Background: an optimization exercise with open tools, aiming at small area, a short achievable clock period and few clock cycles. Do not read the settings as production practice.
RTL that was checked went through simulation tests only; none was proved equivalent to the original.
No functional check of the RTL was part of runs 4 and 5.
Power and IR drop assume default switching activity.

`flow/design.v`:
```
`timescale 1ns/1ps
`default_nettype none
module dsp_seg #(
    parameter int L = 1,
    parameter int W = 1
) (
    input  logic         clk,
    input  logic         en,
    input  logic         sel,
    input  logic [W-1:0] din,
    output logic [W-1:0] dout,
    output logic [W-1:0] last
);
    logic [W-1:0] st [L];
    always_ff @(posedge clk) begin
        if (en) begin
            st[0] <= din;
            for (int k = 1; k < L; k++) st[k] <= st[k-1];
        end
    end
    assign last = st[L-1];
    assign dout = sel ? st[L-1] : din;
endmodule
module dither_spi_top (
    input  logic SPI_CLK,
    input  logic rst,
    input  logic SPI_CS,
    input  logic SPI_MOSI,
    output logic SPI_MISO,
    output logic frame_ready
);
    localparam logic [1:0] ST_W = 2'd0, ST_H = 2'd1, ST_PIX = 2'd2, ST_OUT = 2'd3;
    logic       cs_q, mosi_q;
    logic [1:0] stg;
    logic [2:0] bc;           
    logic [6:0] sr;           
    logic [3:0] wd, hd;       
    logic [3:0] col, row;     
    logic       p1, p2, p3, p4, p5, p6, rdy, adv_q, fr, mo, nq, few;
    logic       fr_o, mo_o, fr_n, mo_n;    
    logic       f_lc, f_fc, f_lr, f_r0, f_last;    
    logic [7:0] pre;          
    logic [7:0] v;            
    logic [6:0] t1;           
    logic [3:0] t2;           
    logic [7:0] s0;           
    logic       w1, w2;       
    logic       wr_pend, wr_now, b1, b2, rbit;
    logic [7:0] wp, rp;       
    logic [1:0] fc;           
    logic       bit_take, byte_done, is_last, adv, start, bc7;
    logic [7:0] byte_in;
    assign bit_take  = !cs_q && (stg != ST_OUT);
    assign byte_done = bit_take && (bc == 3'd7);
    assign byte_in   = {sr, mosi_q};
    assign is_last   = f_last;
    assign bc7       = cs_q ? (bc == 3'd7) : (bc == 3'd6);
    assign adv       = fr && !SPI_CS && bc7;
    assign start     = ((stg == ST_PIX) && byte_done && is_last && !few) || (rdy && !wr_pend);
    always_ff @(posedge SPI_CLK) begin
        p1     <= (stg == ST_PIX) && byte_done;
        p2     <= p1;
        p3     <= p2;
        p4     <= p3;
        p5     <= p4;
        p6     <= p5;
        adv_q  <= adv;
        cs_q   <= SPI_CS;
        mosi_q <= SPI_MOSI;
        if (bit_take) sr <= byte_in[6:0];
    end
    always_ff @(posedge SPI_CLK or posedge rst) begin
        if (rst) begin
            stg   <= ST_W;
            bc    <= '0;
            rdy   <= 1'b0;
            fr    <= 1'b0;
        end else begin
            if (stg == ST_OUT && adv_q && !fr) bc <= '0;
            else if (stg != ST_OUT ? bit_take : (fr && !cs_q)) bc <= bc + 3'd1;
            if (p1 && stg == ST_OUT && few) rdy <= 1'b1;
            else if (!wr_pend) rdy <= 1'b0;
            fr    <= fr_n;
            case (stg)
                ST_W:   if (byte_done) stg <= ST_H;
                ST_H:   if (byte_done) stg <= ST_PIX;
                ST_PIX: if (byte_done && is_last) stg <= ST_OUT;
                default: if (adv_q && !fr) stg <= ST_W;
            endcase
        end
    end
    always_ff @(posedge SPI_CLK) begin
        case (stg)
            ST_W: if (byte_done) wd <= byte_in[3:0];
            ST_H: begin
                if (byte_done) hd <= byte_in[3:0];
                w1 <= (wd == 4'd1);
                w2 <= (wd == 4'd2);
            end
            default: ;
        endcase
        few <= ((wd == 4'd1) && (hd != 4'd0) && (hd <= 4'd7)) || ((wd == 4'd2) && (hd != 4'd0) && (hd <= 4'd3)) ||
               ((wd == 4'd3) && (hd != 4'd0) && (hd <= 4'd2)) || ((hd == 4'd1) && (wd != 4'd0) && (wd <= 4'd7));
        if (stg == ST_W || stg == ST_H || start) begin
            col <= 4'd1;
            row <= 4'd1;
        end else if ((p5 && stg == ST_PIX) || adv_q) begin
            if (col == wd) begin
                col <= 4'd1;
                row <= row + 4'd1;
            end else begin
                col <= col + 4'd1;
            end
        end
    end
    always_ff @(posedge SPI_CLK) begin
        f_lc   <= (col == wd);
        f_fc   <= (col == 4'd1);
        f_lr   <= (row == hd);
        f_r0   <= (row == 4'd1);
        f_last <= (col == wd) && (row == hd);
    end
    logic       n, ga, g3, g5, gf;
    logic [10:0] e7;
    logic [9:0]  e3;
    logic [10:0] e5;
    assign n  = v[7];
    assign ga = !f_lc;
    assign g5 = !f_lr;
    assign g3 = !f_lr && !f_fc;
    assign gf = !f_lr && !f_lc;
    assign e7 = {v, 3'b000} - {3'b000, v};
    assign e3 = {1'b0, v, 1'b0} + {2'b00, v};
    assign e5 = {1'b0, v, 2'b00} + {3'b000, v};
    logic [7:0]  lr [16];
    logic [3:0]  lwp, lrp;       
    logic        lw_pend, lr_pend, lw_now, lr_now;
    logic [7:0]  lb, lrd, lbq;
    logic        cap, acc_q;
    assign lw_now = lw_pend && (lwp[1:0] == 2'd0);
    assign lr_now = lr_pend && (lrp[1:0] == 2'd1);
    always_comb begin
        lrd = lr[0];
        for (int j = 1; j < 4; j++) if (lrp[3:2] == j[1:0]) lrd = lr[4*j];
    end
    always_ff @(posedge SPI_CLK) begin
        for (int q = 0; q < 4; q++) begin
            lr[4*q] <= (lw_now && lwp[3:2] == q[1:0]) ? s0 : lr[(4*q+15) % 16];
            for (int k = 1; k < 4; k++) lr[4*q+k] <= lr[4*q+k-1];
        end
    end
    assign lb  = w1 ? {1'b0, t1} : w2 ? s0 : lrd;
    assign cap = (w1 || w2) ? p6 : lr_now;
    always_ff @(posedge SPI_CLK) begin
        if (cap) lbq <= lb;
        acc_q <= cap && !(f_r0 && !f_lc) && (stg == ST_PIX || stg == ST_OUT);
    end
    always_ff @(posedge SPI_CLK) begin
        if (stg == ST_W || stg == ST_H) begin
            lrp     <= 4'd2;
            lwp     <= wd;
            lw_pend <= 1'b0;
            lr_pend <= 1'b0;
        end else begin
            lwp <= lwp + (lw_now ? 4'd2 : 4'd1);
            lrp <= lrp + (lr_now ? 4'd2 : 4'd1);
            if (p3) lw_pend <= 1'b1;
            else if (lw_now) lw_pend <= 1'b0;
            if (p2) lr_pend <= 1'b1;
            else if (lr_now) lr_pend <= 1'b0;
        end
    end
    always_ff @(posedge SPI_CLK) begin
        if (stg == ST_W || stg == ST_H) begin
            pre <= '0;
            t2  <= '0;
        end else begin
            if (byte_done) v <= byte_in + pre;
            if (p1) begin
                v  <= v + {7'd0, n};    
                nq <= n;
            end
            if (p2) begin
                s0  <= g3 ? {2'b00, e3[9:4]} : 8'd0;
                pre <= ga ? {1'b0, e7[10:4]} : 8'd0;
            end
            if (p3) s0 <= s0 + {1'b0, t1};
            if (p4) t1 <= g5 ? e5[10:4] : 7'd0;
            if (p5) begin
                t1 <= t1 + {3'd0, t2};
                t2 <= gf ? v[7:4] : 4'd0;
            end
            if (acc_q) pre <= pre + lbq;
        end
    end
    logic [255:0] ring;
    logic [15:0]  wsel;
    logic         qa, qb, pa, pb;       
    logic [1:0]   cnt;                  
    logic         b3, fetch, rbit_i;
    always_comb begin
        wsel = '0;
        wsel[wp[7:4]] = wr_now;
    end
    always_ff @(posedge SPI_CLK) begin
        for (int q = 0; q < 16; q++) begin
            ring[16*q] <= wsel[q] ? qa : ring[(16*q+255) % 256];
            for (int k = 1; k < 16; k++) ring[16*q+k] <= ring[16*q+k-1];
        end
    end
    always_comb begin
        rbit = 1'b0;
        for (int j = 0; j < 16; j++) if (rp[7:4] == j[3:0]) rbit = ring[16*j];
    end
    assign fetch  = fr && (rp[3:0] == 4'd1) && ((cnt != 2'd3) || adv_q);
    assign wr_pend = pa;
    always_ff @(posedge SPI_CLK) begin
        logic       av, bv, ad, bd;
        logic [1:0] c;
        logic       e1, e2, e3;
        if (stg == ST_W || stg == ST_H) begin
            wp      <= 8'd0;
            rp      <= 8'd253;           
            pa      <= 1'b0;
            pb      <= 1'b0;
            wr_now  <= 1'b0;
            fc      <= 2'd0;
            cnt     <= 2'd2;
        end else begin
            av = wr_now ? pb : pa;
            ad = wr_now ? qb : qa;
            bv = wr_now ? 1'b0 : pb;
            bd = qb;
            if (p1) begin
                if (!av) begin av = 1'b1; ad = n; end
                else begin bv = 1'b1; bd = n; end
            end
            pa <= av; qa <= ad; pb <= bv; qb <= bd;
            wp <= wr_now ? wp : wp + 8'd1;
            wr_now <= av && (wr_now || (wp[3:0] == 4'd15));
            if (p1 && fc != 2'd3) fc <= fc + 2'd1;
            if (p1 && fc == 2'd1) b1 <= n;
            if (p1 && fc == 2'd2) b2 <= n;
            rp <= fetch ? rp : rp + 8'd1;
            if (fr) begin
                e1 = adv_q ? b2 : b1;
                e2 = adv_q ? b3 : b2;
                e3 = b3;
                c  = cnt - {1'b0, adv_q};
                if (fetch) begin
                    if (c == 2'd0) e1 = rbit;
                    else if (c == 2'd1) e2 = rbit;
                    else e3 = rbit;
                    c = c + 2'd1;
                end
                b1  <= e1;
                b2  <= e2;
                b3  <= e3;
                cnt <= c;
            end
        end
        mo   <= mo_n;
        mo_o <= (stg == ST_W || stg == ST_H) ? 1'b0 : mo_n;
        fr_o <= fr_n && !rst;
    end
    assign fr_n = start ? 1'b1 : (adv && is_last) ? 1'b0 : fr;
    assign mo_n = adv ? b1 : (p1 && fc == 2'd0 && stg != ST_W && stg != ST_H) ? n : mo;
    assign SPI_MISO    = mo_o;
    assign frame_ready = fr_o;
endmodule
`default_nettype wire
```
`flow/flow/run.sh`:
```
#!/bin/bash
bash standard.sh SETUP_SLACK_MARGIN=7 TNS_END_PERCENT=0 \
    BUFFER_PORTS_ARGS="-buffer_cell sky130_fd_sc_hd__buf_4" \
    CTS_ARGS="-sink_clustering_enable -repair_clock_nets -buf_list sky130_fd_sc_hd__clkbuf_16 -sink_clustering_size 24 -sink_clustering_max_diameter 100 -root_buf sky130_fd_sc_hd__clkbuf_16" \
    finish > standard.log 2>&1
```
`flow/standard.sh`:
```
#!/bin/bash
# synth_recipe.tcl (not shown) runs the flow's synth.tcl, then flattens the netlist and writes it again
# the make line also repeats each setting of config.mk as NAME=value (left out here)
make -C /OpenROAD-flow-scripts/flow DESIGN_CONFIG=/design/flow/config.mk WORK_HOME=/design/flow/orfs CLKGATE_MAP_FILE= SYNTH_SCRIPT=/design/flow/synth_recipe.tcl "${@:-finish}"
```
`flow/config.mk`:
```
export PLATFORM = sky130hd
export DESIGN_NAME = dither_spi_top
export DESIGN_NICKNAME = dither_spi_top
export VERILOG_FILES = /design/flow/design.v
export SDC_FILE = /design/flow/constraint.sdc
export NUM_CORES = 4
export LEC_CHECK = 0
export CAP_MARGIN = 20
export CORE_MARGIN = 2
export CORE_UTILIZATION = 65
export CTS_BUF_LIST = sky130_fd_sc_hd__clkbuf_8
export CTS_CLUSTER_DIAMETER = 60
export CTS_CLUSTER_SIZE = 20
export SLEW_MARGIN = 20
export SYNTH_MEMORY_MAX_BITS = 4096
```
`flow/constraint.sdc`:
```
create_clock -name core_clock -period 10.0 [get_ports {SPI_CLK}]
set_input_delay 2.0000 -clock core_clock [delete_from_list [all_inputs] [get_ports {SPI_CLK}]]
set_output_delay 2.0000 -clock core_clock [all_outputs]
set_load 0.01 [all_outputs]
```
==> results.yml, run 1 <==
grt:
  use_met2_pct: 32.98
  grt_first_pass_wirelength_um: 44480
  grt_max_degree: 29
  use_met3_pct: 2.674
  grtUsageTotal_pct: 21.41
  grt-ovfl-total: 0
  use_met1_pct: 32.56
  grt.busiest_layer: "met2"
  grt_antenna_before_repair: 1
  grt_pass1_vias: 8410
worst_hold_path:
  hold_path_depth: 0
  hp-start: "ring[181]$_DFF_P_"
  min_to: "ring[182]$_DFF_P_"
  min_path_type: "reg -> reg"
sta:
  hold_viol_final: 0
  finalSetupViolCount: 0
  min_period_over_period_pct: 29.91
  rsz0062_at_grt: "yes"
  slew_headroom_pct: 33.18
  drv_slew: 0
  fin_crit_ns: 2.991
  finalSetupTns_ns: 0
  clock_skew_ns: 0.01575
  layout_setup_ws_ns: 7.009
  hold_ws_ns: 0.3194
  max_freq_mhz: 334.3
  tightestPinTransition_ns: 1.001
placed_design:
  gp_congestion: 0.8452
  io_buffers: 5
  hpwl_um: 18980
  pre_cts_ws_ns: 6.978
clock_network:
  cts_tree: "done"
  clockRootBuffer: "clkbuf_16"
  cts_made_buffers: 25
  clk_path_buf_depth: 3
  clock_sinks: 516
  path_clk_slew_ns: 0.09
  clock_latency_ns: 0.56
  cts_max_level: 1
synth:
  synthArstFlopShare_pct: 1.357
  synth_nets: 1359
  syn_area_um2: 16320
  synth_warnings: 2
  ys_seq_area_share_pct: 66.77
  synth_ff_type: "dfxtp_1"
  avgSynthCellArea_um2: 12.81
  synth-seq-cells: 516
  ys_types: 80
  synth_edf_count: 53
  synth_cells: 1274
worst_setup_path:
  slowest_stage: "dfxtp_1"
  critPathTopFamily: "flip-flops"
  cp-end-kind: "primary output"
  start_kind: "flip-flop"
  path_cells: "buf_6"
  r2r-end: "stg[1]$_DFFE_PP0P_"
  rr_worst_depth: 10
  path_depth: 1
  critPathBufInv: 1
  crit_fanout: 1
  r2r_slack_ns: 7.14
  crit_arrival_ns: 0.99
  required_ns: 8.00
  worstSetupPathType: "reg -> out"
  r2r-start: "stg[0]$_DFFE_PP0P_"
  slowest_delay_ns: 0.33
floorplanning:
  die_h_um: 162.4
  coreArea_um2: 24460
  die-area_um2: 26390
  num_rows: 57
  die_w_um: 162.4
  io_pins: 6
  initial_core_util_pct: 66.70
detailed_routing:
  viasPerCell: 5.390
  vias: 8715
  drtAntennaViolNets: 0
  first_pass_iters: 5
  wl_per_cell_um: 17.07
  wirelength_um: 27600
  drt_iter0_markers: 583
  post-route-drc-count: 0
power:
  p_per_area_nw_per_um2: 231.8
  peakVddDrop_v: 0.0001863
  p_leak_nw: 7.011
finish:
  syn_to_final_growth_pct: 6.533
  drive_gt1_share_pct: 9.049
  final_nets: 1370
  final_common_cell: "dfxtp_1"
  num_antenna_cells: 0
  mostFrequentLayoutCells: "dfxtp_1, nor2_1, ha_1, nand2_1, inv_1"
run:
  drv_cap: 0
status:
  status: "complete, no violations"
[synthesized netlist by cell type (all sizes together) (3+ instances only)]
cell    count  share of area (%)
nand2b      7               0.27
a21o        9               0.41
o22ai       7               0.27
nor4        4               0.28
o21ai      49                1.5
a21boi      3               0.14
xor2       40                2.1
clkbuf     20               0.46
or2         3               0.12
o211ai      3               0.14
and3        3               0.12
o21a        7               0.32
xnor2      34                1.8
nor3b       7               0.38
mux4       11                1.5
mux2       50                3.5
mux2i      20                1.2
o31ai       5               0.26
nor2       84                1.9
buf         8               0.31
o21bai      3               0.14
nor2b      14               0.58
nand4       5               0.19
nor3       14               0.49
edfxtp     53                9.8
a31oi       4               0.15
ha         77                5.9
and2       10               0.40
inv        58                1.3
a211oi      5               0.23
nand3      26               0.80
nand2      74                1.7
or3         6               0.23
a21oi      53                1.6
fa          4               0.49
dfxtp     456                 56
dfrtp       7                1.1
[per-layer routing]
metal,part of all wire (%),routed length (um)
met1,51,13950
met2,43,11960
met3,4.0,1099
met4,2.1,571
met5,0.047,13
[worst max path at each step]
stage	from	slack, ns	end
finish	fr_o$_DFF_P_	7.01	frame_ready
global route	stg[0]$_DFFE_PP0P_	6.90	stg[1]$_DFFE_PP0P_
CTS	fr_o$_DFF_P_	6.98	frame_ready
detailed placement	SPI_CS	6.98	fr_o$_DFF_P_
global placement	SPI_CS	7.01	fr_o$_DFF_P_
floorplan	SPI_CS	7.21	fr_o$_DFF_P_
[worst reg2reg max path: cells and delay by family (launching register included)]
family | cells | cell delay [ns]
simple gates | 4 | 0.86
buf+inv | 3 | 0.83
flops | 1 | 0.43
mux | 1 | 0.35
fa+ha+maj | 1 | 0.24
compound gates | 1 | 0.04
[registers in the layout, indices dropped and copies added (netlist names), 3 cells and up]
register and count:
lr 128, pre 8, wp 8, sr 7, rp 8, lwp 4
col 4, t2 4, wd 4, s0 8, v 8, lrp 4
row 4, lbq 8, bc 3, t1 7, hd 4, ring 256
[through the flow]
step,instance area [um2],total power [W],std cells,utilization [%]
floorplan,16320,0.002838,1274,-
global placement,16650,0.002988,1577,68.06
detailed placement,16650,0.003002,1577,68.06
CTS,17350,0.004058,1612,70.91
global route,17380,0.004218,1617,71.06
finish,17380,0.004029,1617,71.06
[cell families after synthesis]
group / count (synthesis) / synth area share [%]
DFF: 516 / 66.77
and+or+nand+nor: 263 / 7.829
AOI/OAI and AO/OA: 172 / 6.710
buffers and inverters: 87 / 2.124
muxes: 81 / 6.196
adders and majority gates: 81 / 6.395
xor gates and xnor gates: 74 / 3.972
[where the power goes]
group	leakage (nW)	switching (W)	internal, W
clock	0.365	0.000607	0.000459
combinational	2.39	0.000337	0.000257
sequential	4.26	0.000151	0.00222
[what timing repair did]
| action | in CTS | in global routing |
|---|---|---|
| pin swaps | 0 | 0 |
| hold buffers | 0 | 0 |
| endpoints found under the setup margin | 3 | 5 |
| resized for setup | 2 | 0 |
| buffers inserted | 0 | 5 |
[area by class of cell]
type / instances / area, um2
fillers: 1637 / 7079
repair buffers: 12 / 97.59
multi-input cells: 671 / 5075
flip-flops and latches: 516 / 10900
clock buffers: 25 / 625.6
clock inverters: 10 / 62.56
inverters: 59 / 221.5
well taps: 324 / 405.4
Testbench counts, summed over its fixed seeds: cycles 219,664.
==> run 2: changes to the inputs <==
==> flow/flow/run.sh (replaced) <==
#!/bin/bash
bash standard.sh SETUP_SLACK_MARGIN=7 TNS_END_PERCENT=0 \
    BUFFER_PORTS_ARGS="-buffer_cell sky130_fd_sc_hd__buf_4" \
    CTS_ARGS="-sink_clustering_enable -repair_clock_nets -buf_list sky130_fd_sc_hd__clkbuf_8 -sink_clustering_size 20 -sink_clustering_max_diameter 60 -root_buf sky130_fd_sc_hd__clkbuf_16" \
    finish > standard.log 2>&1
==> run 2 against run 1 <==
- synthesized cell count is the same
- clock skew grew 0.0066 ns
- fmax grew 1.5%
- largest power group unchanged
- critical endpoint unchanged
- cell count grew 1.1%
- core utilization grew 0.21 points
==> results.yml, run 2 <==
run:
  drv_cap: 0
grt:
  grt_antenna_before_repair: 1
  grt_first_pass_wirelength_um: 44280
  grt_max_degree: 29
  grt-ovfl-total: 0
  grtUsageTotal_pct: 21.56
  grt_pass1_vias: 8457
synth:
  synth_edf_count: 53
  synth-seq-cells: 516
  avgSynthCellArea_um2: 12.81
  synthTopCellsByArea: "dfxtp_1, edfxtp_1, ha_1, mux2_2, xor2_1"
  synth_nets: 1359
  synth_cells: 1274
  synth_largest_area_cell: "dfxtp_1"
  synth_common_cells: "dfxtp_1, nor2_1, ha_1, nand2_1, inv_1"
  ys_types: 80
  syn_area_um2: 16320
  synth_ff_type: "dfxtp_1"
  yosysMostFrequentCell: "dfxtp_1"
  yosys.area.top_type_share_pct: 55.95
  synthArstFlopShare_pct: 1.357
  synth_warnings: 2
  ys_seq_area_share_pct: 66.77
detailed_routing:
  first_pass_iters: 5
  wirelength_um: 27480
  wl_per_cell_um: 16.81
  post-route-drc-count: 0
  viasPerCell: 5.322
  vias: 8701
  drtAntennaViolNets: 0
  drt_iter0_markers: 552
worst_setup_path:
  r2r-start: "stg[0]$_DFFE_PP0P_"
  required_ns: 8.00
  slowest_delay_ns: 0.31
  crit_arrival_ns: 0.95
  worstSetupPathType: "reg -> out"
  cp-startpoint: "fr_o$_DFF_P_"
  critPathBufInv: 1
  path_cells: "buf_4"
  critPathTopFamily: "flip-flops"
  crit_fanout: 1
  slowest_stage: "dfxtp_1"
  cp-end-kind: "primary output"
  start_kind: "flip-flop"
clock_network:
  cts_made_buffers: 36
  cts_max_level: 2
  cts_tree: "done"
  clk_path_buf_depth: 3
  clockRootBuffer: "clkbuf_16"
  postCtsHoldBufs: 0
  clock_latency_ns: 0.52
  path_clk_slew_ns: 0.11
  clock_sinks: 516
placed_design:
  postPlaceCellArea_um2: 16650
  dp.cells: 1577
  io_buffers: 5
  hpwl_um: 18980
  gp_congestion: 0.8452
finish:
  syn_to_final_growth_pct: 6.855
  largest_register: "ring"
  drive_gt1_share_pct: 10.68
  finalInstanceArea_um2: 17440
  num_antenna_cells: 0
  stdcell_count: 1635
  reg_top3: "ring (256), lr (128)"
  final_nets: 1381
  largest_reg_flops: 256
  mostFrequentLayoutCells: "dfxtp_1, nor2_1, ha_1, nand2_1, inv_1"
  final_common_cell: "dfxtp_1"
floorplanning:
  die_h_um: 162.4
  die-area_um2: 26390
  io_pins: 6
  num_rows: 57
  initial_core_util_pct: 66.70
  die_w_um: 162.4
  coreArea_um2: 24460
sta:
  max_freq_mhz: 339.4
  finalSetupViolCount: 0
  tightestPinTransition_ns: 1.020
  finalSetupTns_ns: 0
  hold_viol_final: 0
  drv_slew: 0
  fin_crit_ns: 2.947
  rsz0062_at_grt: "yes"
  clock_skew_ns: 0.02237
  slew_headroom_pct: 31.96
  min_period_over_period_pct: 29.47
power:
  peakVddDrop_v: 0.0001905
  finalPower_w: 0.004051
  p_leak_nw: 7.032
  p_per_area_nw_per_um2: 232.4
status:
  status: "complete, no violations"
worst_hold_path:
  min_path_type: "reg -> reg"
  hp-start: "ring[141]$_DFF_P_"
-- run 2: changes by cell type in the layout (fill, tap and decap cells not counted), sizes merged --
cell	previous run	this run
clkbuf	25	40
clkinv	2	5
-- run 2: cell type report --
class                           count  area (um2)
Sequential cell                   516       10900
Fill cell                        1669        7027
Multi-Input combinational cell    671        5075
Clock buffer                       40       606.8
Tap cell                          324       405.4
Inverter                           59       221.5
Clock inverter                     13       141.4
Timing Repair Buffer               12       90.09
-- run 2: metrics by stage --
stage	setup WS, ns	hold WS [ns]	utilization, %
after floorplan	7.209	0.3096	-
after global placement	7.015	0.3098	68.06
after detailed placement	6.978	0.3121	68.06
after CTS	7.001	0.3225	71.12
after global routing	6.855	0.3308	71.28
final	7.053	0.3197	71.28
-- run 2: what timing repair did --
action,CTS,global route
resized for setup,0,0
setup endpoints to repair,0,4
setup buffers,0,5
-- run 2: final timing paths --
check | endpoint | slack (ns) | cells after the start
worst max-delay path | frame_ready | 7.05 | 1
worst min register to register | ring[142]$_DFF_P_ | 0.32 | 0
worst min-delay path | ring[142]$_DFF_P_ | 0.32 | 0
max in group asynchronous | stg[1]$_DFFE_PP0P_ | 8.32 | 2
worst max register to register | stg[1]$_DFFE_PP0P_ | 7.08 | 10
min in group asynchronous | bc[2]$_DFFE_PP0P_ | 1.42 | 2
-- run 2: cell families after synthesis --
kind of cell,share of synthesized area [%]
buffers and inverters,2.124
xor gates and xnor gates,3.972
adders and majority gates,6.395
AOI/OAI and AO/OA,6.710
muxes,6.196
DFF,66.77
and+or+nand+nor,7.829
-- run 2: where the power goes --
part | total [W] | switching [W] | internal (W)
sequential | 0.00237 | 0.000150 | 0.00222
clock | 0.00109 | 0.000652 | 0.000438
combinational | 0.000594 | 0.000338 | 0.000256
-- run 2: metal layers --
layer / global-route usage, % / wire, um / vias to the layer above / share of wire, %
li1: - / - / 4370 / -
met1: 32.54 / 14070 / 4133 / 51
met2: 32.48 / 11680 / 151 / 42
met3: 3.259 / 1111 / 45 / 4.0
met4: 6.476 / 603 / 2 / 2.2
met5: 0 / 13 / - / 0.047
==> run 3: changes to the inputs <==
==> flow/flow/run.sh (replaced) <==
#!/bin/bash
bash standard.sh SETUP_SLACK_MARGIN=7 TNS_END_PERCENT=0 \
    BUFFER_PORTS_ARGS="-buffer_cell sky130_fd_sc_hd__buf_4" \
    CTS_ARGS="-sink_clustering_enable -repair_clock_nets -buf_list sky130_fd_sc_hd__clkbuf_16 -sink_clustering_size 30 -sink_clustering_max_diameter 80 -root_buf sky130_fd_sc_hd__clkbuf_16" \
    finish > standard.log 2>&1
==> run 3 against run 2 <==
- wire length rose by 0.15%
- critical endpoint unchanged
- first-iteration DRC count grew 4.3%
- non-clock buffer count is 4 lower
- clock power decreased by 9.5%
- die area did not move
- highest routed layer is now met4
- critical path depth unchanged
- still clean
==> results.yml, run 3 <==
synth:
  synthArstFlopShare_pct: 1.357
  synth_edf_count: 53
  avgSynthCellArea_um2: 12.81
  synth_largest_area_cell: "dfxtp_1"
  ys_seq_area_share_pct: 66.77
  yosysMostFrequentCell: "dfxtp_1"
  synth_fa_ha_area_share_pct: 6.395
  synth_nets: 1359
  yosys.area.top_type_share_pct: 55.95
  synth_simple_gate_area_share_pct: 7.829
  ys_types: 80
  synth_common_cells: "dfxtp_1, nor2_1, ha_1, nand2_1, inv_1"
  syn_area_um2: 16320
  synth_warnings: 2
  synthMuxAreaShare_pct: 6.196
  synthTopCellsByArea: "dfxtp_1, edfxtp_1, ha_1, mux2_2, xor2_1"
  synth_ff_type: "dfxtp_1"
  synth_cells: 1274
  synth_xor_area_share_pct: 3.972
  synth-seq-cells: 516
  synth_compound_area_share_pct: 6.710
  synth_top_family_by_area: "simple AND/OR/NAND/NOR gates"
sta:
  hold_viol_final: 0
  finalSetupTns_ns: 0
  hold_ws_ns: 0.3209
  rsz0062_at_grt: "yes"
  fin_crit_ns: 2.983
  clock_skew_ns: 0.01973
  max_freq_mhz: 335.2
  min_period_over_period_pct: 29.83
  layout_setup_ws_ns: 7.017
  tightestPinTransition_ns: 1.015
  drv_slew: 0
  finalSetupViolCount: 0
  slew_headroom_pct: 32.30
worst_setup_path:
  critPathTopFamily: "flip-flops"
  start_kind: "flip-flop"
  rr_worst_depth: 9
  r2r-start: "stg[0]$_DFFE_PP0P_"
  critPathBufInv: 1
  crit_fanout: 1
  path_depth: 1
  r2r_slack_ns: 7.21
  crit_arrival_ns: 0.98
  required_ns: 8.00
  endpoint: "frame_ready"
  cp-end-kind: "primary output"
  slowest_delay_ns: 0.31
  cp-startpoint: "fr_o$_DFF_P_"
  worstSetupPathType: "reg -> out"
  path_cells: "buf_4"
  r2r-end: "mo_o$_SDFF_PN0_"
  slowest_stage: "dfxtp_1"
detailed_routing:
  vias: 8586
  viasPerCell: 5.340
  wirelength_um: 27520
  drtAntennaViolNets: 0
  first_pass_iters: 5
  post-route-drc-count: 0
  drt_iter0_markers: 576
  wl_per_cell_um: 17.11
grt:
  grt_pass1_vias: 8401
  grt_first_pass_wirelength_um: 44420
  grtUsageTotal_pct: 21.37
  grt-ovfl-total: 0
  grt_max_degree: 32
  grt_antenna_before_repair: 0
power:
  clkPwrFrac_pct: 25.0
  pwr-share-comb_pct: 15.0
  netSwitchingFraction_pct: 27.43
  p_int_w: 0.002864
  p_switching_w: 0.001083
  p_leak_nw: 6.929
  p_seq_share_pct: 60.0
  p_per_area_nw_per_um2: 228.9
  peakVddDrop_v: 0.0001890
clock_network:
  path_clk_slew_ns: 0.11
  clock_sinks: 516
  cts_max_level: 1
  cts_made_buffers: 21
  postCtsHoldBufs: 0
  cts_tree: "done"
  clockRootBuffer: "clkbuf_16"
  clock_latency_ns: 0.55
  clk_path_buf_depth: 3
worst_hold_path:
  min_path_type: "reg -> reg"
finish:
  reg_top3: "ring (256), lr (128)"
  final_nets: 1362
  final_common_cell: "dfxtp_1"
  drive_gt1_share_pct: 8.567
  largest_reg_flops: 256
  stdcell_count: 1608
  num_antenna_cells: 0
  syn_to_final_growth_pct: 5.659
  largest_register: "ring"
  mostFrequentLayoutCells: "dfxtp_1, nor2_1, ha_1, nand2_1, inv_1"
  num-fill-cells: 1670
floorplanning:
  die-area_um2: 26390
  die_w_um: 162.4
  die_h_um: 162.4
  num_rows: 57
  coreArea_um2: 24460
  io_pins: 6
  initial_core_util_pct: 66.70
placed_design:
  dp.cells: 1577
  pre_cts_ws_ns: 6.978
  hpwl_um: 18980
  gp_congestion: 0.8452
  io_buffers: 5
run:
  drv_cap: 0
status:
  status: "complete, no violations"
-- run 3: cell counts after synthesis --
No cell type changed its count.
-- run 3: logic make-up after synthesis --
family,after synthesis
simple gates,263
xor+xnor,74
buf+inv,87
mux,81
flops,516
fa+ha+maj,81
compound gates,172
-- run 3: how the worst min path moves through the flow --
stage / start / end / cells past startpoint
global placement: lr[13][0]$_DFF_P_ / lr[14][0]$_DFF_P_ / 0
floorplan: lr[9][0]$_DFF_P_ / lr[10][0]$_DFF_P_ / 0
finish: lr[14][3]$_DFF_P_ / lr[15][3]$_DFF_P_ / 0
detailed placement: lr[9][1]$_DFF_P_ / lr[10][1]$_DFF_P_ / 0
global route: lr[14][0]$_DFF_P_ / lr[15][0]$_DFF_P_ / 0
CTS: lr[1][0]$_DFF_P_ / lr[2][0]$_DFF_P_ / 0
-- run 3: power groups by stage --
stage,logic [W],registers [W],clock network [W]
after floorplan,0.000510,0.00233,0
after global placement,0.000573,0.00242,0
after detailed placement,0.000585,0.00242,0
after CTS,0.000595,0.00237,0.00102
after global routing,0.000664,0.00239,0.00109
final,0.000592,0.00237,0.000986
-- run 3: cell type report --
class | instances | area (um2) | area share, %
Sequential cell | 516 | 10900 | 63.20
Multi-Input combinational cell | 671 | 5075 | 29.44
Clock buffer | 21 | 525.5 | 3.048
Tap cell | 324 | 405.4 | 2.351
Inverter | 59 | 222.7 | 1.292
Timing Repair Buffer | 8 | 60.06 | 0.3484
Clock inverter | 9 | 56.30 | 0.3266
-- run 3: through the flow --
| step | utilization [%] | cell area, um2 | total power (W) |
|---|---|---|---|
| after floorplan | - | 16320 | 0.002838 |
| after global placement | 68.06 | 16650 | 0.002988 |
| after detailed placement | 68.06 | 16650 | 0.003002 |
| after CTS | 70.47 | 17240 | 0.003979 |
| after global routing | 70.48 | 17240 | 0.004137 |
| final | 70.48 | 17240 | 0.003947 |
-- run 3: repair_timing --
item	4_1_cts	5_1_grt
pin swaps	0	0
resized for setup	0	2
endpoints found under the setup margin	3	4
cloned	0	0
buffers inserted	1	0
-- run 3: routing by layer --
metal	vias to the layer above	share of wire (%)	track usage, %
met5	-	0	0
met4	0	1.7	4.385
met3	37	4.2	2.674
met2	137	43	33.00
met1	4088	51	32.78
li1	4324	-	-
==> run 4: changes to the inputs <==
--- a/flow/design.v
+++ b/flow/design.v
@@ -36,7 +36,7 @@
     logic [6:0] sr;           
     logic [3:0] wd, hd;       
     logic [3:0] col, row;     
-    logic       p1, p2, p3, p4, p5, p6, rdy, adv_q, fr, mo, nq, few;
+    logic       p1, p2, p3, p4, p5, p6, rdy, adv_q, fr, mo, few;
     logic       fr_o, mo_o, fr_n, mo_n;    
     logic       f_lc, f_fc, f_lr, f_r0, f_last;    
     logic [7:0] pre;          
@@ -121,17 +121,15 @@
         f_last <= (col == wd) && (row == hd);
     end
     logic       n, ga, g3, g5, gf;
-    logic [10:0] e7;
-    logic [9:0]  e3;
-    logic [10:0] e5;
+    logic [10:0] ep, eq, ex;
     assign n  = v[7];
     assign ga = !f_lc;
     assign g5 = !f_lr;
     assign g3 = !f_lr && !f_fc;
     assign gf = !f_lr && !f_lc;
-    assign e7 = {v, 3'b000} - {3'b000, v};
-    assign e3 = {1'b0, v, 1'b0} + {2'b00, v};
-    assign e5 = {1'b0, v, 2'b00} + {3'b000, v};
+    assign ep = p2 ? {2'b00, v, 1'b0} : p3 ? {v, 3'b000} : {1'b0, v, 2'b00};
+    assign eq = p3 ? ~{3'b000, v} : {3'b000, v};
+    assign ex = ep + eq + {10'd0, p3};
     logic [7:0]  lr [16];
     logic [3:0]  lwp, lrp;       
     logic        lw_pend, lr_pend, lw_now, lr_now;
@@ -176,16 +174,13 @@
             t2  <= '0;
         end else begin
             if (byte_done) v <= byte_in + pre;
-            if (p1) begin
-                v  <= v + {7'd0, n};    
-                nq <= n;
-            end
-            if (p2) begin
-                s0  <= g3 ? {2'b00, e3[9:4]} : 8'd0;
-                pre <= ga ? {1'b0, e7[10:4]} : 8'd0;
-            end
-            if (p3) s0 <= s0 + {1'b0, t1};
-            if (p4) t1 <= g5 ? e5[10:4] : 7'd0;
+            if (p1) v <= v + {7'd0, n};    
+            if (p2) s0 <= g3 ? {2'b00, ex[9:4]} : 8'd0;
+            if (p3) begin
+                s0  <= s0 + {1'b0, t1};
+                pre <= ga ? {1'b0, ex[10:4]} : 8'd0;
+            end
+            if (p4) t1 <= g5 ? ex[10:4] : 7'd0;
             if (p5) begin
                 t1 <= t1 + {3'd0, t2};
                 t2 <= gf ? v[7:4] : 4'd0;
==> run 4 against run 3 <==
- still clean
- sequential power is essentially flat
- sequential share of layout area barely moved
- cell area about the same
- fmax fell by 1.2%
- first-iteration DRC count grew 2.6%
- wire length down 2.2%
- core utilization barely moved
- die area decreased by 0.39%
- clock-buffer cell count grew 1
- critical endpoint is now SPI_MISO
- largest power group unchanged
==> results.yml, run 4 <==
power:
  finalPower_w: 0.004003
  p_leak_nw: 6.876
  peakVddDrop_v: 0.0001846
  p_per_area_nw_per_um2: 232.3
sta:
  tightestPinTransition_ns: 0.9533
  finalSetupViolCount: 0
  layout_setup_ws_ns: 6.980
  min_period_over_period_pct: 30.20
  fin_crit_ns: 3.020
  hold_viol_final: 0
  finalSetupTns_ns: 0
  max_freq_mhz: 331.1
  rsz0062_at_grt: "yes"
  hold_ws_ns: 0.3084
  drv_slew: 0
  slew_headroom_pct: 36.21
  clock_skew_ns: 0.03249
finish:
  finalInstanceArea_um2: 17240
  syn_to_final_growth_pct: 6.059
  final_common_cell: "dfxtp_1"
  largest_register: "ring"
  num_antenna_cells: 0
  largest_reg_flops: 256
  final_nets: 1348
  mostFrequentLayoutCells: "dfxtp_1, nand2_1, nor2_1, ha_1, inv_1"
  reg_top3: "ring (256), lr (128)"
  drive_gt1_share_pct: 8.131
detailed_routing:
  drtAntennaViolNets: 0
  wl_per_cell_um: 16.78
  drt_iter0_markers: 591
  post-route-drc-count: 0
  vias: 8652
  viasPerCell: 5.397
  first_pass_iters: 4
  wirelength_um: 26910
placed_design:
  hpwl_um: 18160
  pre_cts_ws_ns: 6.844
  io_buffers: 5
  gp_congestion: 0.8396
  postPlaceCellArea_um2: 16570
synth:
  synthArstFlopShare_pct: 1.357
  synth_nets: 1355
  synth_edf_count: 53
  synth-seq-cells: 516
  avgSynthCellArea_um2: 12.70
  synth_cells: 1280
  synth_largest_area_cell: "dfxtp_1"
  synth_common_cells: "dfxtp_1, nand2_1, nor2_1, ha_1, edfxtp_1"
  yosys.area.top_type_share_pct: 56.17
  yosysMostFrequentCell: "dfxtp_1"
  synth_ff_type: "dfxtp_1"
  synthTopCellsByArea: "dfxtp_1, edfxtp_1, ha_1, mux2_2, xor2_1"
  synth_warnings: 2
  syn_area_um2: 16250
  ys_types: 66
  ys_seq_area_share_pct: 67.04
worst_setup_path:
  path_cells: "buf_4"
  slowest_delay_ns: 0.35
  crit_arrival_ns: 1.02
  slowest_stage: "dfxtp_1"
  critPathBufInv: 1
  start_kind: "flip-flop"
  worstSetupPathType: "reg -> out"
  cp-end-kind: "primary output"
  critPathTopFamily: "flip-flops"
  required_ns: 8.00
  crit_fanout: 1
floorplanning:
  die-area_um2: 26280
  die_h_um: 162.1
  coreArea_um2: 24460
  die_w_um: 162.1
  initial_core_util_pct: 66.44
  num_rows: 57
  io_pins: 6
clock_network:
  clockRootBuffer: "clkbuf_16"
  clock_latency_ns: 0.55
  clk_path_buf_depth: 3
  clock_sinks: 516
  cts_tree: "done"
  path_clk_slew_ns: 0.11
  cts_made_buffers: 22
  postCtsHoldBufs: 0
  cts_max_level: 1
grt:
  grt_max_degree: 47
  grt-ovfl-total: 0
  grt_first_pass_wirelength_um: 44400
  grt_antenna_before_repair: 0
  grt_pass1_vias: 8438
  grtUsageTotal_pct: 21.32
run:
  drv_cap: 0
status:
  status: "complete, no violations"
worst_hold_path:
  min_path_type: "reg -> reg"
run 4: changes by cell type after synthesis, sizes merged, moves of 4 or more:
cell	delta
buf	-4
and3	+7
o22ai	-5
inv	-7
nand2	+6
nand2b	-5
ha	-10
mux2i	+6
xnor2	-9
clkbuf	+16
a21oi	-5
nor3	+15
nor2	-7
run 4: layer usage:
| layer | global-route usage [%] | share of wire (%) |
|---|---|---|
| met1 | 33.10 | 52 |
| met2 | 31.76 | 42 |
| met3 | 2.656 | 4.0 |
| met4 | 5.752 | 2.4 |
| met5 | 0 | 0 |
run 4: power breakdown:
group	internal [W]	switching, W
registers	0.00222	0.000146
clock network	0.000417	0.000609
logic	0.000261	0.000348
total	0.00290	0.00110
run 4: path summary, 6_finish.rpt:
kind	endpoint	slack, ns	cells after the start	start
setup / recovery	SPI_MISO	6.98	1	mo_o$_SDFF_PN0_
hold / removal	ring[164]$_DFF_P_	0.31	0	ring[163]$_DFF_P_
setup reg to reg	t1[6]$_DFFE_PP_	7.20	10	p3$_DFF_P_
hold reg to reg	ring[164]$_DFF_P_	0.31	0	ring[163]$_DFF_P_
max in group asynchronous	bc[0]$_DFFE_PP0P_	8.39	2	rst
min in group asynchronous	stg[1]$_DFFE_PP0P_	1.37	2	rst
run 4: final cells by class:
class / instances / area, um2
sequential: 516 / 10900
fill: 1713 / 7226
multi-input combinational: 673 / 5016
clock buffer: 22 / 550.5
tap: 324 / 405.4
inverter: 51 / 191.4
clock inverter: 8 / 95.09
timing repair buffer: 9 / 80.08
run 4: kinds of logic after synthesis:
kind of cell               count (synthesis)  share of synthesized area (%)
AOI/OAI and AO/OA                        167                          6.490
xor gates and xnor gates                  68                          3.665
adders and majority gates                 71                          5.651
buffers and inverters                     91                          2.148
DFF                                      516                          67.04
muxes                                     91                          7.006
and+or+nand+nor                          276                          7.999
run 4: stage by stage:
| stage | utilization [%] | instances |
|---|---|---|
| after global placement | 67.73 | 1573 |
| after floorplan | - | 1280 |
| after global routing | 70.46 | 1603 |
| final | 70.46 | 1603 |
| after detailed placement | 67.73 | 1573 |
| after CTS | 70.39 | 1603 |
run 4: timing repair:
action                                  4_1_cts  5_1_grt
gates resized for setup                       1        6
endpoints found under the hold margin         0        0
setup buffers                                 0        0
endpoints found under the setup margin        9       22
==> run 5: changes to the inputs <==
==> flow/flow/run.sh (replaced) <==
#!/bin/bash
bash standard.sh SETUP_SLACK_MARGIN=7 TNS_END_PERCENT=0 \
    BUFFER_PORTS_ARGS="-buffer_cell sky130_fd_sc_hd__buf_4" \
    CTS_ARGS="-sink_clustering_enable -repair_clock_nets -buf_list sky130_fd_sc_hd__clkbuf_16 -sink_clustering_size 24 -sink_clustering_max_diameter 100 -root_buf sky130_fd_sc_hd__clkbuf_16" \
    finish > standard.log 2>&1
==> run 5 against run 4 <==
- sequential share of layout area is 0.17 points lower
- cell area is 0.27% higher
- sequential power is essentially flat
- worst setup slack better by 0.0012 ns
- core utilization rose by 0.19 points
- critical path depth did not move
- non-clock buffer count is the same
- register-to-register slack worse by 0.06 ns
- hold slack better by 0.014 ns
- first-iteration DRC count is 5.1% higher
==> results.yml, run 5 <==
sta:
  hold_viol_final: 0
  rsz0062_at_grt: "yes"
  max_freq_mhz: 331.3
  min_period_over_period_pct: 30.19
  clock_skew_ns: 0.01438
  tightestPinTransition_ns: 0.9102
  finalSetupViolCount: 0
  slew_headroom_pct: 39.10
  drv_slew: 0
  finalSetupTns_ns: 0
  fin_crit_ns: 3.019
detailed_routing:
  first_pass_iters: 5
  wl_per_cell_um: 17.25
  wirelength_um: 27740
  drt_iter0_markers: 621
  vias: 8665
  post-route-drc-count: 0
  drtAntennaViolNets: 0
  viasPerCell: 5.389
synth:
  synth_common_cells: "dfxtp_1, nand2_1, nor2_1, ha_1, edfxtp_1"
  synth_ff_type: "dfxtp_1"
  avgSynthCellArea_um2: 12.70
  syn_area_um2: 16250
  ys_types: 66
  synth_largest_area_cell: "dfxtp_1"
  synth_warnings: 2
  synthTopCellsByArea: "dfxtp_1, edfxtp_1, ha_1, mux2_2, xor2_1"
  synth_cells: 1280
  yosys.area.top_type_share_pct: 56.17
  synth_nets: 1355
  synth-seq-cells: 516
  yosysMostFrequentCell: "dfxtp_1"
  synthArstFlopShare_pct: 1.357
  synth_edf_count: 53
  ys_seq_area_share_pct: 67.04
clock_network:
  postCtsHoldBufs: 0
  cts_made_buffers: 25
  clock_latency_ns: 0.56
  clk_path_buf_depth: 3
  cts_max_level: 1
  clockRootBuffer: "clkbuf_16"
  path_clk_slew_ns: 0.09
  postCtsSetupBuffers: 0
  clock_sinks: 516
  cts_tree: "done"
worst_setup_path:
  crit_fanout: 1
  required_ns: 8.00
  r2r-end: "t1[6]$_DFFE_PP_"
  critPathTopFamily: "flip-flops"
  crit_arrival_ns: 1.02
  path_cells: "buf_4"
  critPathBufInv: 1
  r2r-start: "p3$_DFF_P_"
  start_kind: "flip-flop"
  rr_worst_depth: 10
  worstSetupPathType: "reg -> out"
  cp-end-kind: "primary output"
  r2r_slack_ns: 7.14
  slowest_delay_ns: 0.32
  slowest_stage: "dfxtp_1"
finish:
  mostFrequentLayoutCells: "dfxtp_1, nand2_1, nor2_1, ha_1, inv_1"
  num_antenna_cells: 0
  drive_gt1_share_pct: 8.100
  syn_to_final_growth_pct: 6.344
  largest_register: "ring"
  reg_top3: "ring (256), lr (128)"
  largest_reg_flops: 256
  final_nets: 1351
  final_common_cell: "dfxtp_1"
  num-fill-cells: 1687
floorplanning:
  die_w_um: 162.1
  num_rows: 57
  coreArea_um2: 24460
  die_h_um: 162.1
  io_pins: 6
  die-area_um2: 26280
  initial_core_util_pct: 66.44
power:
  finalPower_w: 0.004050
  p_switching_w: 0.001108
  peakVddDrop_v: 0.0001815
  p_per_area_nw_per_um2: 234.3
  clkPwrFrac_pct: 26.4
  netSwitchingFraction_pct: 27.35
  p_leak_nw: 6.920
  p_seq_share_pct: 58.5
  p_int_w: 0.002942
  pwr-share-comb_pct: 15.1
worst_hold_path:
  min_to: "ring[231]$_DFF_P_"
  hold_path_depth: 0
  hp-start: "ring[230]$_DFF_P_"
  min_path_type: "reg -> reg"
grt:
  grt_antenna_before_repair: 0
  grt_max_degree: 47
  grt_first_pass_wirelength_um: 45520
  grt-ovfl-total: 0
  grt_pass1_vias: 8600
  grtUsageTotal_pct: 21.93
status:
  status: "complete, no violations"
placed_design:
  gp_congestion: 0.8396
  io_buffers: 5
  hpwl_um: 18160
run:
  drv_cap: 0
==> run 5: cell counts after synthesis <==
No cell type changed its count.
==> run 5: how the worst max path moves through the flow <==
stage,start,to,slack [ns],depth (start not counted)
final,mo_o$_SDFF_PN0_,SPI_MISO,6.98,1
after floorplan,p3$_DFF_P_,t1[6]$_DFFE_PP_,7.11,10
after CTS,mo_o$_SDFF_PN0_,SPI_MISO,6.96,1
after detailed placement,p3$_DFF_P_,s0[1]$_DFFE_PP_,6.84,10
after global placement,p3$_DFF_P_,s0[1]$_DFFE_PP_,6.95,10
after global routing,mo_o$_SDFF_PN0_,SPI_MISO,6.95,1
==> run 5: power groups by stage <==
stage          logic [W]  registers (W)  clock network, W
6_report        0.000612        0.00237           0.00107
5_1_grt         0.000696        0.00239           0.00117
4_1_cts         0.000611        0.00237           0.00110
3_5_place_dp    0.000606        0.00242                 0
3_3_place_gp    0.000589        0.00242                 0
2_1_floorplan   0.000526        0.00233                 0
==> run 5: kinds of logic (layout without fill, tap and decap cells) <==
kind of cell	Yosys count	in the layout	synth area share, %
flip-flops	516	516	67.04
AND/OR/NAND/NOR	276	276	7.999
AO/OA/AOI/OAI	167	167	6.490
multiplexers	91	91	7.006
buffers and inverters	91	95	2.148
adder cells (fa/ha/maj)	71	71	5.651
XOR/XNOR	68	68	3.665
==> run 5: per-stage QoR <==
step	utilization, %	hold slack [ns]	area [um2]	worst slack (ns)	cells
global route	70.65	0.3221	17280	6.953	1608
detailed placement	67.73	0.3121	16570	6.844	1573
CTS	70.61	0.3203	17270	6.960	1608
global placement	67.73	0.3096	16570	6.950	1573
floorplan	-	0.3096	16250	7.109	1280
finish	70.65	0.3229	17280	6.981	1608
==> run 5: area by class of cell <==
cell class	count	area, um2	area share, %
multi-input cells	673	5016	29.02
clock inverters	10	66.31	0.3837
clock buffers	25	625.6	3.620
inverters	51	191.4	1.108
flip-flops and latches	516	10900	63.06
well taps	324	405.4	2.346
repair buffers	9	80.08	0.4633
==> run 5: timing repair <==
| item | in CTS | in global routing |
|---|---|---|
| gates cloned | 0 | 0 |
| setup endpoints to repair | 11 | 14 |
| gates resized for setup | 4 | 3 |
==> run 5: per-layer routing <==
| layer | global-route usage [%] | vias up | share of wire, % |
|---|---|---|---|
| li1 | - | 4356 | - |
| met1 | 33.20 | 4141 | 51 |
| met2 | 33.60 | 127 | 43 |
| met3 | 2.809 | 41 | 3.7 |
| met4 | 5.833 | 0 | 2.3 |
| met5 | 0 | - | 0 |
==> run 6: changes to the inputs <==
--- a/flow/design.v
+++ b/flow/design.v
@@ -36,7 +36,7 @@
     logic [6:0] sr;           
     logic [3:0] wd, hd;       
     logic [3:0] col, row;     
-    logic       p1, p2, p3, p4, p5, p6, rdy, adv_q, fr, mo, few;
+    logic       p1, p2, p3, p4, p5, p6, rdy, adv_q, fr, mo, nq, few;
     logic       fr_o, mo_o, fr_n, mo_n;    
     logic       f_lc, f_fc, f_lr, f_r0, f_last;    
     logic [7:0] pre;          
@@ -121,45 +121,43 @@
         f_last <= (col == wd) && (row == hd);
     end
     logic       n, ga, g3, g5, gf;
-    logic [10:0] ep, eq, ex;
+    logic [10:0] e7;
+    logic [9:0]  e3;
+    logic [10:0] e5;
     assign n  = v[7];
     assign ga = !f_lc;
     assign g5 = !f_lr;
     assign g3 = !f_lr && !f_fc;
     assign gf = !f_lr && !f_lc;
-    assign ep = p2 ? {2'b00, v, 1'b0} : p3 ? {v, 3'b000} : {1'b0, v, 2'b00};
-    assign eq = p3 ? ~{3'b000, v} : {3'b000, v};
-    assign ex = ep + eq + {10'd0, p3};
+    assign e7 = {v, 3'b000} - {3'b000, v};
+    assign e3 = {1'b0, v, 1'b0} + {2'b00, v};
+    assign e5 = {1'b0, v, 2'b00} + {3'b000, v};
     logic [7:0]  lr [16];
     logic [3:0]  lwp, lrp;       
-    logic        lw_pend, lr_pend, lw_now, lr_now;
-    logic [7:0]  lb, lrd, lbq;
-    logic        cap, acc_q;
+    logic        lw_pend, lr_pend, lw_now, lr_now, acc;
+    logic [3:0]  rsel;           
+    logic [7:0]  lb;
     assign lw_now = lw_pend && (lwp[1:0] == 2'd0);
-    assign lr_now = lr_pend && (lrp[1:0] == 2'd1);
-    always_comb begin
-        lrd = lr[0];
-        for (int j = 1; j < 4; j++) if (lrp[3:2] == j[1:0]) lrd = lr[4*j];
-    end
+    assign lr_now = |rsel;
     always_ff @(posedge SPI_CLK) begin
         for (int q = 0; q < 4; q++) begin
             lr[4*q] <= (lw_now && lwp[3:2] == q[1:0]) ? s0 : lr[(4*q+15) % 16];
             for (int k = 1; k < 4; k++) lr[4*q+k] <= lr[4*q+k-1];
         end
     end
-    assign lb  = w1 ? {1'b0, t1} : w2 ? s0 : lrd;
-    assign cap = (w1 || w2) ? p6 : lr_now;
-    always_ff @(posedge SPI_CLK) begin
-        if (cap) lbq <= lb;
-        acc_q <= cap && !(f_r0 && !f_lc) && (stg == ST_PIX || stg == ST_OUT);
-    end
+    assign lb  = ({8{rsel[0]}} & lr[0]) | ({8{rsel[1]}} & lr[4]) | ({8{rsel[2]}} & lr[8]) |
+                 ({8{rsel[3]}} & lr[12]) | ({8{p6 && w1}} & {1'b0, t1}) | ({8{p6 && w2}} & s0);
+    assign acc = lr_now || (p6 && (w1 || w2));
     always_ff @(posedge SPI_CLK) begin
         if (stg == ST_W || stg == ST_H) begin
             lrp     <= 4'd2;
             lwp     <= wd;
             lw_pend <= 1'b0;
             lr_pend <= 1'b0;
-        end else begin
+            rsel    <= 4'd0;
+        end else begin
+            for (int j = 0; j < 4; j++)
+                rsel[j] <= (p2 || lr_pend) && !w1 && !w2 && (lrp[1:0] == 2'd0) && (lrp[3:2] == j[1:0]);
             lwp <= lwp + (lw_now ? 4'd2 : 4'd1);
             lrp <= lrp + (lr_now ? 4'd2 : 4'd1);
             if (p3) lw_pend <= 1'b1;
@@ -174,18 +172,21 @@
             t2  <= '0;
         end else begin
             if (byte_done) v <= byte_in + pre;
-            if (p1) v <= v + {7'd0, n};    
-            if (p2) s0 <= g3 ? {2'b00, ex[9:4]} : 8'd0;
-            if (p3) begin
-                s0  <= s0 + {1'b0, t1};
-                pre <= ga ? {1'b0, ex[10:4]} : 8'd0;
-            end
-            if (p4) t1 <= g5 ? ex[10:4] : 7'd0;
+            if (p1) begin
+                v  <= v + {7'd0, n};    
+                nq <= n;
+            end
+            if (p2) begin
+                s0  <= g3 ? {2'b00, e3[9:4]} : 8'd0;
+                pre <= ga ? {1'b0, e7[10:4]} : 8'd0;
+            end
+            if (p3) s0 <= s0 + {1'b0, t1};
+            if (p4) t1 <= g5 ? e5[10:4] : 7'd0;
             if (p5) begin
                 t1 <= t1 + {3'd0, t2};
                 t2 <= gf ? v[7:4] : 4'd0;
             end
-            if (acc_q) pre <= pre + lbq;
+            if (acc && !(f_r0 && !f_lc)) pre <= pre + lb;
         end
     end
     logic [255:0] ring;
==> flow/flow/run.sh (replaced) <==
#!/bin/bash
bash standard.sh SETUP_SLACK_MARGIN=7 TNS_END_PERCENT=0 \
    BUFFER_PORTS_ARGS="-buffer_cell sky130_fd_sc_hd__buf_4" \
    CTS_ARGS="-sink_clustering_enable -repair_clock_nets -buf_list sky130_fd_sc_hd__clkbuf_16 -sink_clustering_size 30 -sink_clustering_max_diameter 80 -root_buf sky130_fd_sc_hd__clkbuf_16" \
    finish > standard.log 2>&1
--- a/flow/config.mk
+++ b/flow/config.mk
@@ -7,7 +7,7 @@
 export LEC_CHECK = 0
 export CAP_MARGIN = 20
 export CORE_MARGIN = 2
-export CORE_UTILIZATION = 65
+export CORE_UTILIZATION = 75
 export CTS_BUF_LIST = sky130_fd_sc_hd__clkbuf_8
 export CTS_CLUSTER_DIAMETER = 60
 export CTS_CLUSTER_SIZE = 20
==> run 6 against run 5 <==
- still clean
- power shrank 9.7%
- clock skew grew 0.0086 ns
- combinational power decreased by 32%
- clock-buffer cell count is 4 lower
- wire length rose by 8.8%
- sequential cell count shrank 5
- largest cell class unchanged
- highest routed layer unchanged
==> results.yml, run 6 <==
status:
  status: "complete, no violations"
clock_network:
  clock_latency_ns: 0.54
  cts_max_level: 1
  clockRootBuffer: "clkbuf_16"
  clk_path_buf_depth: 3
  clock_sinks: 511
  cts_tree: "done"
  cts_made_buffers: 21
  path_clk_slew_ns: 0.11
detailed_routing:
  drt_iter0_markers: 560
  viasPerCell: 5.760
  wirelength_um: 30190
  post-route-drc-count: 0
  vias: 8893
  first_pass_iters: 5
  drtAntennaViolNets: 0
  wl_per_cell_um: 19.55
floorplanning:
  io_pins: 6
  initial_core_util_pct: 76.39
  die_w_um: 150.1
  num_rows: 53
  coreArea_um2: 20960
  die-area_um2: 22530
  die_h_um: 150.1
synth:
  synth_nets: 1348
  synth_common_cells: "dfxtp_1, ha_1, nand2_1, nor2_1, inv_1"
  yosys.area.top_type_share_pct: 57.40
  yosysMostFrequentCell: "dfxtp_1"
  synthArstFlopShare_pct: 1.370
  synth-seq-cells: 511
  synth_warnings: 2
  synth_cells: 1264
  synthTopCellsByArea: "dfxtp_1, edfxtp_1, ha_1, mux2_2, xor2_1"
  avgSynthCellArea_um2: 12.66
  synth_edf_count: 45
  synth_ff_type: "dfxtp_1"
  syn_area_um2: 16010
  ys_seq_area_share_pct: 66.94
  ys_types: 62
  synth_largest_area_cell: "dfxtp_1"
sta:
  finalSetupTns_ns: 0
  finalSetupViolCount: 0
  max_freq_mhz: 334.7
  hold_viol_final: 0
  clock_skew_ns: 0.02294
  layout_setup_ws_ns: 7.012
  tightestPinTransition_ns: 1.020
  drv_slew: 0
  rsz0062_at_grt: "yes"
  slew_headroom_pct: 31.73
  fin_crit_ns: 2.988
  min_period_over_period_pct: 29.88
finish:
  drive_gt1_share_pct: 7.801
  reg_top3: "ring (256), lr (128)"
  final_nets: 1346
  num_antenna_cells: 0
  final_common_cell: "dfxtp_1"
  syn_to_final_growth_pct: 5.338
  largest_reg_flops: 256
  mostFrequentLayoutCells: "dfxtp_1, ha_1, nand2_1, nor2_1, inv_1"
  largest_register: "ring"
  finalInstanceArea_um2: 16860
  final_core_util_pct: 80.47
worst_setup_path:
  critPathBufInv: 1
  path_cells: "buf_6"
  critPathTopFamily: "flip-flops"
  slowest_stage: "dfxtp_2"
  crit_fanout: 1
  slowest_delay_ns: 0.34
  cp-end-kind: "primary output"
  required_ns: 8.00
  worstSetupPathType: "reg -> out"
  crit_arrival_ns: 0.99
  start_kind: "flip-flop"
power:
  netSwitchingFraction_pct: 25.81
  clkPwrFrac_pct: 26.9
  p_int_w: 0.002712
  p_leak_nw: 6.803
  peakVddDrop_v: 0.0002208
  pwr-share-comb_pct: 11.5
  p_seq_share_pct: 61.6
  p_switching_w: 0.0009434
  p_per_area_nw_per_um2: 216.8
placed_design:
  gp_congestion: 0.8954
  postPlaceCellArea_um2: 16260
  io_buffers: 5
  pre_cts_ws_ns: 7.031
  hpwl_um: 20220
grt:
  grt_antenna_before_repair: 0
  grt_first_pass_wirelength_um: 47310
  grt_max_degree: 47
  grt_pass1_vias: 8962
  grtUsageTotal_pct: 27.26
  grt-ovfl-total: 0
worst_hold_path:
  min_path_type: "reg -> reg"
run:
  drv_cap: 0
[run 6: logic make-up (layout without fill, tap and decap cells)]
family	Yosys count	in the layout	synth area share, %
xor gates and xnor gates	79	79	4.322
AOI/OAI and AO/OA	166	166	6.831
adders and majority gates	80	80	6.487
buffers and inverters	88	93	2.134
DFF	511	511	66.94
and+or+nand+nor	273	273	8.402
muxes	67	67	4.885
[run 6: layout make-up]
type                    instances  area (um2)
clock buffers                  21       525.5
clock inverters                 9       55.05
fillers                      1181        4093
inverters                      55       206.4
multi-input cells             665        4951
flip-flops and latches        511       10720
well taps                     275       344.1
repair buffers                  8       63.81
[run 6: worst paths after layout]
check                      depth (start not counted)                  to               from  slack (ns)
setup / recovery                                   1            SPI_MISO    mo_o$_SDFF_PN0_        7.01
hold / removal                                     0   ring[147]$_DFF_P_  ring[146]$_DFF_P_        0.32
setup reg to reg                                   8     s0[4]$_DFFE_PP_     v[6]$_DFFE_PP_        7.19
hold reg to reg                                    0   ring[147]$_DFF_P_  ring[146]$_DFF_P_        0.32
max in group asynchronous                          2        fr$_DFF_PP0_                rst        8.37
min in group asynchronous                          2  stg[0]$_DFFE_PP0P_                rst        1.39
[run 6: power groups by stage]
| stage | clock network (W) | registers [W] | logic [W] |
|---|---|---|---|
| floorplan | 0 | 0.00225 | 0.000336 |
| global placement | 0 | 0.00229 | 0.000390 |
| detailed placement | 0 | 0.00230 | 0.000406 |
| CTS | 0.000994 | 0.00225 | 0.000417 |
| global route | 0.00106 | 0.00226 | 0.000468 |
| finish | 0.000983 | 0.00225 | 0.000419 |
[run 6: what timing repair did]
item | in CTS | in global routing
resized for setup | 2 | 0
setup endpoints to repair | 2 | 3
hold buffers | 0 | 0
setup buffers | 0 | 2
[run 6: per-stage QoR]
stage               power, W  hold WS (ns)  instances
floorplan           0.002583        0.3096       1264
global placement    0.002682        0.3095       1512
detailed placement  0.002704        0.3121       1512
CTS                 0.003663        0.3208       1542
global route        0.003796        0.3272       1544
finish              0.003655        0.3190       1544
[run 6: routing by layer]
layer  vias up  GRT usage [%]  share of wire [%]
met5         -              0                  0
met4         0          8.962                3.1
met3        72          3.727                4.0
met2       216          46.71                 49
met1      4309          36.12                 44
li1       4296              -                  -
Testbench counts of run 6, summed over its fixed seeds: cycles 219,664.
==> run 7: changes to the inputs <==
--- a/flow/config.mk
+++ b/flow/config.mk
@@ -7,7 +7,7 @@
 export LEC_CHECK = 0
 export CAP_MARGIN = 20
 export CORE_MARGIN = 2
-export CORE_UTILIZATION = 75
+export CORE_UTILIZATION = 65
 export CTS_BUF_LIST = sky130_fd_sc_hd__clkbuf_8
 export CTS_CLUSTER_DIAMETER = 60
 export CTS_CLUSTER_SIZE = 20
==> run 7 against run 6 <==
- area after synthesis did not move
- register-to-register slack improved by 0.12 ns
- largest power group unchanged
- clock skew down 0.0067 ns
- cell count increased by 3.2%
- still clean on timing, DRC and antenna
- first-iteration DRC count rose by 12%
- sequential share of layout area decreased by 0.29 points
- highest routed layer unchanged
- largest cell class unchanged
- core utilization fell by 11 points
- sequential cell count unchanged
- cell area grew 0.45%
- critical path type unchanged
- via count is 4.1% lower
==> results.yml, run 7 <==
floorplanning:
  num_rows: 57
  die_w_um: 160.9
  coreArea_um2: 24250
  die_h_um: 160.9
  initial_core_util_pct: 66.02
  io_pins: 6
  die-area_um2: 25900
worst_setup_path:
  start_kind: "flip-flop"
  path_depth: 1
  endpoint: "SPI_MISO"
  path_cells: "buf_6"
  crit_arrival_ns: 0.99
  crit_fanout: 1
  r2r-end: "pre[6]$_SDFFE_PN0P_"
  slowest_stage: "dfxtp_2"
  r2r-start: "w2$_DFFE_PP_"
  rr_worst_depth: 11
  critPathTopFamily: "flip-flops"
  worstSetupPathType: "reg -> out"
  critPathBufInv: 1
  r2r_slack_ns: 7.31
  slowest_delay_ns: 0.33
  required_ns: 8.00
  cp-startpoint: "mo_o$_SDFF_PN0_"
  cp-end-kind: "primary output"
power:
  p_switching_w: 0.0009238
  netSwitchingFraction_pct: 25.41
  pwr-share-comb_pct: 11.0
  p_per_area_nw_per_um2: 214.6
  p_leak_nw: 6.806
  p_seq_share_pct: 61.9
  p_int_w: 0.002712
  peakVddDrop_v: 0.0001691
  clkPwrFrac_pct: 27.1
  finalPower_w: 0.003636
finish:
  num_antenna_cells: 0
  final_nets: 1347
  largest_register: "ring"
  drive_gt1_share_pct: 7.880
  num-fill-cells: 1724
  mostFrequentLayoutCells: "dfxtp_1, ha_1, nand2_1, nor2_1, inv_1"
  final_core_util_pct: 69.86
  final_common_cell: "dfxtp_1"
  syn_to_final_growth_pct: 5.815
  largest_reg_flops: 256
  reg_top3: "ring (256), lr (128)"
run:
  drv_cap: 0
detailed_routing:
  wl_met2_um: 12670
  post-route-drc-count: 0
  vias: 8531
  wirelength_um: 27000
  highest_layer: "met4"
  wl_per_cell_um: 16.95
  drtAntennaViolNets: 0
  viasPerCell: 5.355
  dr_wl_met3_um: 717
  wl_met1_um: 12890
  drt_iter0_markers: 625
  first_pass_iters: 5
synth:
  synth_warnings: 2
  synth_common_cells: "dfxtp_1, ha_1, nand2_1, nor2_1, inv_1"
  synth_cells: 1264
  yosysMostFrequentCell: "dfxtp_1"
  syn_area_um2: 16010
  yosys.area.top_type_share_pct: 57.40
  avgSynthCellArea_um2: 12.66
  ys_types: 62
  synth_nets: 1348
  ys_seq_area_share_pct: 66.94
  synth-seq-cells: 511
  synthArstFlopShare_pct: 1.370
  synth_largest_area_cell: "dfxtp_1"
  synthTopCellsByArea: "dfxtp_1, edfxtp_1, ha_1, mux2_2, xor2_1"
  synth_ff_type: "dfxtp_1"
  synth_edf_count: 45
grt:
  grt_pass1_vias: 8430
  grt_antenna_before_repair: 0
  grt_max_degree: 47
  grt-ovfl-total: 0
  grt_first_pass_wirelength_um: 43590
  grtUsageTotal_pct: 21.14
sta:
  hold_viol_final: 0
  drv_slew: 0
  max_freq_mhz: 334.9
  fin_crit_ns: 2.986
  slew_headroom_pct: 32.33
  finalSetupViolCount: 0
  min_period_over_period_pct: 29.86
  tightestPinTransition_ns: 1.011
  finalSetupTns_ns: 0
  clock_skew_ns: 0.01625
  rsz0062_at_grt: "yes"
placed_design:
  hpwl_um: 18530
  gp_congestion: 0.8385
  io_buffers: 5
clock_network:
  cts_made_buffers: 21
  cts_tree: "done"
  path_clk_slew_ns: 0.11
  clockRootBuffer: "clkbuf_16"
  clk_path_buf_depth: 3
  clock_latency_ns: 0.55
  clock_sinks: 511
  cts_max_level: 1
  postCtsHoldBufs: 0
worst_hold_path:
  min_path_type: "reg -> reg"
status:
  status: "complete, no violations"
## run 7: logic make-up (layout without fill, tap and decap cells)
logic type / Yosys count / count (layout) / share of synthesized area [%]
xor gates and xnor gates: 79 / 79 / 4.322
muxes: 67 / 67 / 4.885
and+or+nand+nor: 273 / 273 / 8.402
buffers and inverters: 88 / 93 / 2.134
DFF: 511 / 511 / 66.94
adders and majority gates: 80 / 80 / 6.487
AOI/OAI and AO/OA: 166 / 166 / 6.831
## run 7: worst min-delay path by stage
stage	start	end	slack (ns)	cells after the start
2_1_floorplan	lr[9][0]$_DFF_P_	lr[10][0]$_DFF_P_	0.31	0
3_3_place_gp	lr[14][5]$_DFF_P_	lr[15][5]$_DFF_P_	0.31	0
3_5_place_dp	lr[9][2]$_DFF_P_	lr[10][2]$_DFF_P_	0.31	0
4_1_cts	ring[141]$_DFF_P_	ring[142]$_DFF_P_	0.32	0
5_1_grt	ring[141]$_DFF_P_	ring[142]$_DFF_P_	0.33	0
6_report	lr[6][3]$_DFF_P_	lr[7][3]$_DFF_P_	0.32	0
## run 7: cell type report
| class | count | area, um2 | share of cell area, % |
|---|---|---|---|
| repair buffers | 9 | 75.07 | 0.4432 |
| clock buffers | 21 | 525.5 | 3.102 |
| inverters | 55 | 206.4 | 1.219 |
| multi-input cells | 665 | 4951 | 29.23 |
| well taps | 324 | 405.4 | 2.393 |
| flip-flops and latches | 511 | 10720 | 63.27 |
| clock inverters | 8 | 58.81 | 0.3472 |
## run 7: power groups by stage
stage	clock network (W)	logic, W	registers [W]
after global placement	0	0.000389	0.00229
final	0.000987	0.000400	0.00225
after detailed placement	0	0.000397	0.00230
after global routing	0.00108	0.000452	0.00227
after floorplan	0	0.000336	0.00225
after CTS	0.00101	0.000401	0.00225
## run 7: metrics by stage
step                      setup slack [ns]  std cells  area (um2)  hold slack, ns
after CTS                            6.982       1590       16920          0.3227
final                                7.014       1593       16940          0.3205
after detailed placement             6.969       1561       16320          0.3121
after global placement               7.031       1561       16320          0.3101
after global routing                 6.970       1593       16940          0.3303
after floorplan                      7.223       1264       16010          0.3096
## run 7: layer usage
metal  global-route usage [%]  up-vias
li1                         -     4311
met1                    29.14     4077
met2                    35.91      104
met3                    2.247       39
met4                    5.844        0
met5                        0        -
## run 7: what timing repair did
item / in CTS / in global routing
setup endpoints to repair: 2 / 3
gates resized for setup: 3 / 0
gates cloned: 0 / 0
endpoints found under the hold margin: 0 / 0
buffers inserted: 0 / 3

-- static timing again, ports no longer ideal --
The results above use ideal ports. As a check the final layouts listed here were re-extracted and re-timed, cells and wires unchanged.
Step 1 (the two cells are an assumption about what drives the block):
set clk [get_ports {SPI_CLK}]
set_driving_cell -lib_cell sky130_fd_sc_hd__clkbuf_16 $clk
set_driving_cell -lib_cell sky130_fd_sc_hd__buf_2 [delete_from_list [all_inputs] $clk]
Step 2, shift: input delay + t, output delay - t, t = (earliest + latest rising clock arrival at the registers) / 2. This alone moves slack from input paths to output paths.
a / b / c = no drivers / after step 1 / after step 2; a / b = the first two.
run | t (ns) | setup WS [ns] | worst setup path after step 2 | worst slew at a driven data input, ns
run 1 | 0.604 | 7.009 / 6.960 / 6.953 | input to register | 0.03
run 2 | 0.561 | 7.053 / 7.003 / 6.952 | input to register | 0.03
run 3 | 0.586 | 7.017 / 6.969 / 6.974 | input to register | 0.03
run 4 | 0.591 | 6.980 / 6.928 / 7.048 | input to register | 0.03
run 5 | 0.609 | 6.981 / 6.929 / 7.026 | input to register | 0.03
run 6 | 0.587 | 7.012 / 6.960 / 7.038 | input to register | 0.05
run 7 | 0.587 | 7.014 / 6.965 / 6.970 | input to register | 0.03
After both steps setup and hold are still met in every run listed. The setup slack of run 2, which loses most, moves by -0.050 ns with the drivers and by -0.101 ns with both steps.
